Background: an optimization exercise with open tools, aiming at small area and a short achievable clock period. Do not read the settings as production practice. Function was not checked in any run shown here: the RTL went through the layout flow alone.

## flow/design.v (module list and top-level ports; edited modules follow where they fit)
// module pressure_count_linearizer: 1319 lines
module pressure_count_linearizer (
    input  logic                  clk,
    input  logic                  rst_n,
    input  logic                  cfg_we,
    input  logic [pcl_pkg::CFG_IDX_W-1:0]  cfg_index,
    input  logic [pcl_pkg::CFG_DATA_W-1:0] cfg_data,
    input  logic                  start,
    output logic                  busy,
    input  logic [pcl_pkg::COUNT_W-1:0]    factory_count,
    input  logic [pcl_pkg::COUNT_W-1:0]    raw_count,
    output logic                  done,
    output logic [pcl_pkg::OUT_W-1:0]      pressure_utorr,
    output logic [pcl_pkg::RANGE_W-1:0]    display_range
);
  // ...
==> flow/run.sh <==
#!/bin/bash
# synth_recipe.tcl (not shown) runs the flow's synth.tcl, then flattens the netlist and writes it again
# the make line also repeats each setting of config.mk as NAME=value (left out here)
make -C /OpenROAD-flow-scripts/flow DESIGN_CONFIG=/design/flow/config.mk WORK_HOME=/design/flow/orfs CLKGATE_MAP_FILE= SYNTH_SCRIPT=/design/flow/synth_recipe.tcl finish
==> flow/config.mk <==
export PLATFORM = sky130hd
export DESIGN_NAME = pressure_count_linearizer
export DESIGN_NICKNAME = pressure_count_linearizer
export VERILOG_FILES = /design/flow/design.v
export SDC_FILE = /design/flow/constraint.sdc
export NUM_CORES = 4
export LEC_CHECK = 0
export CAP_MARGIN = 20
export CORE_MARGIN = 2
export CORE_UTILIZATION = 40
export SLEW_MARGIN = 20
==> flow/constraint.sdc <==
create_clock -name core_clock -period 12.0 [get_ports {clk}]
set_input_delay 2.4000 -clock core_clock [delete_from_list [all_inputs] [get_ports {clk}]]
set_output_delay 2.4000 -clock core_clock [all_outputs]
set_load 0.01 [all_outputs]
==> metrics.md, run 1 <==
| Metric | Value |
|---|---|
| Outcome | timing/DRC/antenna clean |
| Clock Path Buffers | 2 |
| Leading cell kind | multi-input combinational cells |
| Fraction of area in multi-input gates | 0.677 |
| Largest net degree at the start of global routing | 42 |
| Flops & latches, synth | 189 |
| Critical Path AT | 6.23 ns |
| Residual DRC count | 0 |
| Hold Vio Cnt, Final | 0 |
| Non-clock buffers, area share | 0.0467 |
| Worst Setup SP | s1_sel$_DFF_P_ |
| Final Slew Violations | 0 |
| Worst R2R Start | s1_sel$_DFF_P_ |
| Max reg flops | 34 |
| Cells after synthesis | 2539 |
| FF-to-FF End | s2_a[39]$_DFF_P_ |
| RSZ-0062 raised after global routing | no |
| Post-synthesis sequential area ratio | 0.177 |
| Area taken by flip-flops and latches | 0.00394 sq mm |
| Most frequent cells in the layout | inv_1 (318), fa_1 (309), nor2_1 (210), nand2_1 (183), a22oi_1 (177) |
| Cells after DPL | 3222 |
| M1 GR Usage | 0.361 |
| TritonCTS Buffers | 17 |
| Met2 WL | 34.3 mm |
| DRT antenna net count | 0 |
| Crit path cell chain | inv_1, nor2_1, a21oi_1, fa_1, fa_1, fa_1, inv_1, fa_1, inv_1, fa_1, inv_1, fa_1, fa_1, inv_1, fa_1, inv_1, fa_1 |
| Worst Max-Slew Pin Slew | 1.07 ns |
| Most used routing layer | met2 |
| M2 GR Usage | 0.423 |
| Seq cells | 189 |
| Final min period | 5.86 ns |
| DP Worst Slack | 6.15 ns |
| Crit path largest cell delay | 0.90 ns |
| Worst Setup Path Type | reg2reg |
| Slowest CP cell | dfxtp_1 |
| IO buf count | 88 |
| Root buf cell | clkbuf_16 |
| Vias post-DR | 18700 |
| Top cell type's share of synthesized area | 0.279 |
| Fmax | 171 MHz |
| Sequential fraction of total cell area | 0.164 |
==> inputs of run 2 (changes only) <==
--- a/flow/config.mk
+++ b/flow/config.mk
@@ -7,5 +7,5 @@
 export LEC_CHECK = 0
 export CAP_MARGIN = 20
 export CORE_MARGIN = 2
-export CORE_UTILIZATION = 40
+export CORE_UTILIZATION = 65
 export SLEW_MARGIN = 20
==> metrics.md, run 2 <==
| Metric | Value |
|---|---|
| Vias post-DR | 19200 (was 18700) |
| Placer Congestion | 1.05 (was 1.01) |
| Hold WC Path Type | reg2reg (unchanged) |
| CP top delay family | adder cells (unchanged) |
| Gr ovfl total | 0 (unchanged) |
| Start point of the worst hold path | s1_valid$_DFF_PN0_ (unchanged) |
| Ys async rst share | 0.159 (unchanged) |
| Total Wirelength | 69.7 mm (was 74.8 mm) |
| WHS | 0.358 ns (was 0.350 ns) |
| Cells after DPL | 2920 (was 3222) |
| Top reg by flops | s2_a (unchanged) |
| Vias in the first global route | 19400 (was 18600) |
| Most frequent cells in the layout | inv_1 (318), fa_1 (309), nor2_1 (210), nand2_1 (183), a22oi_1 (177) (unchanged) |
| Cells after synthesis | 2539 (unchanged) |
| Most repeated library cell on the critical path | fa_1 (unchanged) |
| Routed length per placed instance | 23.6 um (was 23.0 um) |
| Synth top area cells | fa_1 (28%), dfxtp_1 (14%), a22oi_1 (6.0%), inv_1 (5.4%), xnor2_1 (5.1%) (unchanged) |
| Largest registers | s2_a: 34 flops, p_r: 33 flops, s2_b: 20 flops (unchanged) |
| Die height | 189 um (was 240 um) |
| CP bufs+invs | 6 (unchanged) |
| Clock Path Buffers | 2 (unchanged) |
| Hold Vio Cnt, Final | 0 (unchanged) |
| Avg Inst Size Synth | 8.74 sq um (unchanged) |
| Post CTS Setup Buffer Count | 0 (unchanged) |
| Final min period | 5.80 ns (was 5.86 ns) |
| First-pass GRT wire length | 109 mm (was 115 mm) |
| Synth Flop Type | dfxtp_1 (unchanged) |
| Global Route Usage Sum | 0.401 (was 0.267) |
| CTS resizes | 0 (unchanged) |
| Syn. warnings | 1 (unchanged) |
| Area taken by flip-flops and latches | 0.00394 sq mm (unchanged) |
| Critical Path AT | 6.14 ns (was 6.23 ns) |
| Post-synthesis sequential area ratio | 0.177 (unchanged) |
| Top post-synthesis cells by count | inv_1 (318), fa_1 (309), nor2_1 (210) (unchanged) |
| Mapped Area | 0.0222 sq mm (unchanged) |
| Max reg flops | 34 (unchanged) |
| Share of cells above drive strength 1 | 0.0559 (was 0.0571) |
| Count of cell types in the netlist | 103 (unchanged) |
| CTS Hold Bufs | 0 (unchanged) |
| Fmax | 172 MHz (was 171 MHz) |
| H-Tree Depth | 4 (unchanged) |
| Flops & latches, synth | 189 (unchanged) |
| Worst Setup Path Type | reg2reg (unchanged) |
| Most common cell after layout, fill and taps aside | inv_1 (unchanged) |
| Clk pin slew, worst setup/hold paths | 0.07 ns (was 0.08 ns) |
| Max-Cap Viols | 0 (unchanged) |
| Via density | 6.50 (was 5.74) |
| Worst R2R Start | s1_sel$_DFF_P_ (unchanged) |
| Final net count | 2891 (was 2893) |
| Total negative slack | 0 ns (unchanged) |
| Initial antenna violation count | 1 (was 4) |
| Top cell type's share of synthesized area | 0.279 (unchanged) |
| Final Slew Violations | 0 (unchanged) |
| Skew-Pair Late Insertion Delay | 0.46 ns (was 0.49 ns) |
| CP endpoint kind | register (unchanged) |
| Final cell count without fillers | 2952 (was 3252) |
| Core footprint | 0.0336 sq mm (was 0.0550 sq mm) |
| Layout Skew | 0.0123 ns (was 0.0164 ns) |
| Slowest CP cell | dfxtp_1 (unchanged) |
| Residual DRC count | 0 (unchanged) |
| Worst endpoint required time | 12.34 ns (was 12.37 ns) |
| CTS tree | built (unchanged) |
| Final HPWL DP | 54.0 mm (was 59.0 mm) |
| Root buf cell | clkbuf_16 (unchanged) |
| Crit path largest cell delay | 0.88 ns (was 0.90 ns) |
| DRT antenna net count | 0 (unchanged) |
| Area leader, netlist | fa_1 (unchanged) |
| Most numerous cell in the Yosys netlist | inv_1 (unchanged) |
| Tcrit/Tclk final | 0.483 (was 0.488) |
| Clock sink count | 189 (unchanged) |
| Starting DRC count in detailed routing | 2410 (was 1860) |
| # setup viols final | 0 (unchanged) |
| Synth-to-layout area growth | 6.53% (was 8.20%) |
| Post-DP Area | 0.0231 sq mm (was 0.0235 sq mm) |
| Outcome | timing/DRC/antenna clean (unchanged) |
| RSZ-0062 raised after global routing | no (unchanged) |
| Initial cell density of the core | 0.660 (was 0.404) |
| Fillcell total | 2541 (was 5508) |
| Largest net degree at the start of global routing | 42 (unchanged) |
| Syn_nets | 2939 (unchanged) |
| # rows | 67 (was 86) |
| Num ports | 90 (unchanged) |
| TritonCTS Buffers | 17 (unchanged) |
| Worst Setup SP | s1_sel$_DFF_P_ (unchanged) |
| Total Die Area | 0.0356 sq mm (was 0.0574 sq mm) |
| Post-synth EDFFs | 0 (unchanged) |
| Drt pass-1 iters | 8 (was 6) |
| Worst Path Max Fanout | 30 (unchanged) |
| IO buf count | 88 (unchanged) |
| Multi-input combinational cell area | 0.0163 sq mm (about the same) |
| Die W | 189 um (was 240 um) |
| Worst Max-Slew Pin Slew | 1.08 ns (was 1.07 ns) |
| Post-route cell area | 0.0236 sq mm (was 0.0240 sq mm) |
| Slew HR | 0.276 (was 0.283) |
| Crit path cell chain | inv_1, nor2_1, a21oi_1, fa_1, fa_1, fa_1, inv_1, fa_1, inv_1, fa_1, inv_1, fa_1, fa_1, inv_1, fa_1, inv_1, fa_1 (unchanged) |
| Startpoint Class | register (unchanged) |
run 2: cell counts after synthesis:
No cell type changed its count.
run 2: metrics by stage:
step / setup WS, ns / util
floorplan: 6.87 / -
global placement: 6.35 / 0.686
detailed placement: 6.25 / 0.686
CTS: 6.23 / 0.703
global route: 5.87 / 0.703
finish: 6.20 / 0.703
run 2: final cells by class:
class / count / area share
Sequential cell: 189 / 0.167
Antenna cell: 1 / 0.000106
Multi-Input combinational cell: 1846 / 0.688
Timing Repair Buffer: 118 / 0.0468
Tap cell: 448 / 0.0237
Clock buffer: 22 / 0.0196
Inverter: 319 / 0.0506
Clock inverter: 9 / 0.00476
run 2: metal layers:
layer / wire [um] / track usage / vias up
met3: 8000 / 0.107 / 294
met1: 25400 / 0.495 / 9234
met4: 4190 / 0.209 / 2
met2: 32100 / 0.648 / 1343
met5: 11 / 0 / -
li1: - / - / 8302
run 2: worst paths after layout:
| kind | depth (start not counted) | end | slack (ns) |
|---|---|---|---|
| max | 17 | s2_a[39]$_DFF_P_ | 6.20 |
| min | 0 | s2_valid$_DFF_PN0_ | 0.36 |
| max reg2reg | 17 | s2_a[39]$_DFF_P_ | 6.20 |
| min reg2reg | 0 | s2_valid$_DFF_PN0_ | 0.36 |
| max in group asynchronous | 2 | ot_r[9]$_DFFE_PN0P_ | 9.41 |
| min in group asynchronous | 2 | om_r[12]$_DFFE_PN0P_ | 2.32 |
run 2: kinds of logic after synthesis:
group	after synthesis	share of synthesized area
buffers and inverters	504	0.0903
DFF	189	0.177
adders and majority gates	347	0.300
and+or+nand+nor	738	0.166
muxes	6	0.00304
other	1	0.000169
AOI/OAI and AO/OA	502	0.163
xor gates and xnor gates	252	0.100

-- re-timing with driven ports --
No port has a modelled driver above. Below, the same layouts with a new extraction and two added sets of constraints.
Step 1: set_driving_cell puts a clkbuf_16 on clk and a buf_2 on each other input, an assumption about the parent block.
Step 2 also shifts input and output timing later by t, the mid clock arrival at the registers, as if the neighbouring blocks saw the same clock.
a / b / c = no drivers / after step 1 / after step 2; a / b = the first two.
| run | t, ns | setup slack, ns | hold WS [ns] |
|---|---|---|---|
| run 1 | 0.536 | 6.143 / 6.143 / 6.143 | 0.350 / 0.350 / 0.350 |
| run 2 | 0.510 | 6.199 / 6.199 / 6.199 | 0.358 / 0.358 / 0.358 |
After both steps every run listed still meets setup and hold.
